From an optimization exercise on the open Yosys and OpenROAD flow, aimed at small area, a short achievable clock period and few clock cycles per item; shortcuts taken in it are not production practice. The RTL was checked by simulation tests, not by an equivalence proof against the original design. Power is estimated from default activity; no workload was simulated.

Setup of run 1:
Design tolerant_run_length_encoder_core, start of the top module:
module tolerant_run_length_encoder_core #(
    parameter int RUN_DEPTH = 16
) (
    input  logic                          i_clk,
    input  logic                          i_rst_n,
    input  logic                          i_s_tvalid,
    output logic                          o_s_tready,
    input  logic [47:0]                   i_s_tdata,
    output logic                          o_m_tvalid,
    input  logic                          i_m_tready,
    output logic [31:0]                   o_m_tdata,
    output logic                          o_m_tlast,
    input  logic                          i_cfg_we,
    input  logic [trle_pkg::CFG_AW-1:0]   i_cfg_addr,
    input  logic [trle_pkg::CFG_DW-1:0]   i_cfg_wdata
);
    localparam int SW = trle_pkg::SAMPLE_W;
    localparam int CW = trle_pkg::COUNT_W;
    localparam int TW = trle_pkg::TIME_W;
    localparam int AW = $clog2(RUN_DEPTH);
    localparam int PW = AW + 1;
    logic [SW-1:0]   r_iv;         
    logic            r_dz;         
    logic            r_rel;        
    logic [AW-1:0]   r_limm1;      
    logic [TW-1:0]   r_alive;
    logic [SW+1:0]   r_d3;         
    logic            r_ib_v;
    logic [SW-1:0]   r_s;
    logic [TW-1:0]   r_now;
  ...
clock: 7.0 ns
lec_check: 0
cap_margin: 20
core_margin: 2
core_utilization: 40
setup_slack_margin: 3.5
slew_margin: 20
tns_end_percent: 5
run.sh (not shown) runs the stock make flow with config.mk's settings and CLKGATE_MAP_FILE= SYNTH_SCRIPT=/design/flow/synth_recipe.tcl, a recipe that flattens the netlist after the stock synthesis.
Testbench counts of run 1, summed over its fixed seeds: cycles 14,731, words 12,800.
--- input diff run 1..run 2 ---
Settings: swapping 3.5 for 3.0 in SETUP_SLACK_MARGIN; clearing TNS_END_PERCENT, which used to be 5.
==> notes.md <==
Relative to run 1, the area growth from synthesis to layout of run 2 is lower by 2.3 points. The final layouts of run 2 and run 1 pass the timing, design-rule and antenna checks. Final core utilization, run 2 and run 1: larger value in run 1. Maximum clock skew at final layout on run 2 is ahead of run 1. When the final numbers for run 2 and run 1 were put side by side, the net switching power figure turned out to be smaller in run 2. Cells: run 2 has fewer instances than run 1. Summary of run 2 over run 1: routed wire length shows a reduction of 2.7%, worst setup slack shows a reduction of 250 ps, wire length on met3 shows a reduction of 250 um, final antenna diode count shows a reduction of 1. Run 2 vs run 1, worst setup path startpoint: r_s[15] vs r_s[14]. Combinational group share of total power, run 2 and run 1, higher one = run 1. On cell area after layout, the lower figure sits with run 2, not run 1.
For run 3, these inputs were changed with respect to run 2:
Settings: SETUP_SLACK_MARGIN changed from 3.0 to 3.5; PLACE_DENSITY newly set to 0.75.
Between run 3 and run 2, the wire length on met3 is higher for run 3. Critical path depth: run 3 vs run 2 up 4. Looking at share of final layout cell area taken by non-clock buffers across run 3 and run 2, the one that comes out higher is run 3. Looking at average via count per standard cell across run 3 and run 2, the one that comes out lower is run 2. Internal portion of total power went up slightly going from run 2 to run 3. Of run 3 and run 2, the higher post-layout total power belongs to run 3.
Changes in run 4 relative to run 3:
Settings: PLACE_DENSITY: 0.75 -> unset; CTS_CLUSTER_SIZE: unset -> 40; CTS_CLUSTER_DIAMETER: unset -> 60.
- Compared with run 3, in run 4 relative contribution of combinational cells to total power rose by 0.4 points, met1 demand-to-capacity share in global routing rose by 0.76 points.
- Comparing run 3 and run 4, the lower sequential share of cell area was measured on run 4.
- Cell area after placement: run 4 vs run 3 — no meaningful difference
- Between run 3 and run 4, the number of max-cap violations does not differ in any meaningful way.


Setup of epsilon:
tolerant_run_length_encoder_core again, from the RTL that the note above started with.
## tolerant_run_length_encoder_core
module tolerant_run_length_encoder_core #(
    parameter int RUN_DEPTH = 16
) (
    input  logic                          i_clk,
    input  logic                          i_rst_n,
    input  logic                          i_s_tvalid,
    output logic                          o_s_tready,
    input  logic [47:0]                   i_s_tdata,
    output logic                          o_m_tvalid,
    input  logic                          i_m_tready,
    output logic [31:0]                   o_m_tdata,
    output logic                          o_m_tlast,
    input  logic                          i_cfg_we,
    input  logic [trle_pkg::CFG_AW-1:0]   i_cfg_addr,
    input  logic [trle_pkg::CFG_DW-1:0]   i_cfg_wdata
);
clock: 7.0 ns
lec_check: 0
cap_margin: 20
core_margin: 2
core_utilization: 40
cts_buf_list: sky130_fd_sc_hd__clkbuf_8
cts_cluster_size: 24
setup_slack_margin: 3.5
slew_margin: 20
Testbench counts of epsilon, summed over its fixed seeds: cycles 14,731, words 12,800.
Setup changes, epsilon to alpha
- clearing CTS_BUF_LIST, which used to be sky130_fd_sc_hd__clkbuf_8
- swapping 3.5 for 3.75 in SETUP_SLACK_MARGIN
- clearing CTS_CLUSTER_SIZE, which used to be 24
Findings:
Post-route minimum period (higher): alpha. Of the two values seen for largest cell class by area, multi-input combinational cells was produced by alpha and registers by epsilon. epsilon vs alpha, slowest stage cell on the critical path: sky130_fd_sc_hd__dfxtp_2 vs sky130_fd_sc_hd__or4_1. Diff epsilon -> alpha: maximum level of the CTS H-tree went down 1; area added between synthesis and finish picked up an extra 5.7 points; sequential cell area essentially unchanged; met1 global-route usage moved up. | peak fanout along the critical path | alpha vs epsilon | 4 higher |. Delta (alpha minus epsilon): share of total power in the clock network saw an increase; share of the core filled with cells now larger; average wire per standard cell moved up.

port drivers added, routing unchanged:
No port has a modelled driver above. Below, the same layouts with a new extraction and two added sets of constraints. Step 1 sets driving cells, clkbuf_16 on the clock port and buf_2 on the other inputs (assumed; they add their load-dependent delay and slew). Step 2 also shifts input and output timing later by t, the mid clock arrival at the registers, as if the neighbouring blocks saw the same clock. Three values: no drivers, after step 1, after step 2; two values: the first two.
| run | shift t [ns] | slack for setup (ns) | worst hold slack (ns) | slew at the worst register clock pin (ns) |
|---|---|---|---|---|
| run 1 | 0.770 | 3.320 / 3.320 / 2.844 | 0.448 / 0.448 / 0.448 | 0.07 / 0.07 |
| run 2 | 0.749 | 3.073 / 3.073 / 2.858 | 0.447 / 0.447 / 0.447 | 0.06 / 0.06 |
| run 3 | 0.770 | 3.359 / 3.359 / 2.877 | 0.454 / 0.454 / 0.454 | 0.07 / 0.07 |
| run 4 | 0.747 | 3.396 / 3.396 / 2.747 | 0.450 / 0.450 / 0.450 | 0.10 / 0.10 |
| epsilon | 0.925 | 3.404 / 3.334 / 2.651 | 0.451 / 0.451 / 0.451 | 0.07 / 0.07 |
| alpha | 0.780 | 3.336 / 3.336 / 2.843 | 0.457 / 0.457 / 0.457 | 0.07 / 0.07 |
After both steps setup and hold are still met in every run listed. The setup slack of epsilon, which loses most, moves by -0.070 ns with the drivers and by -0.753 ns with both steps.
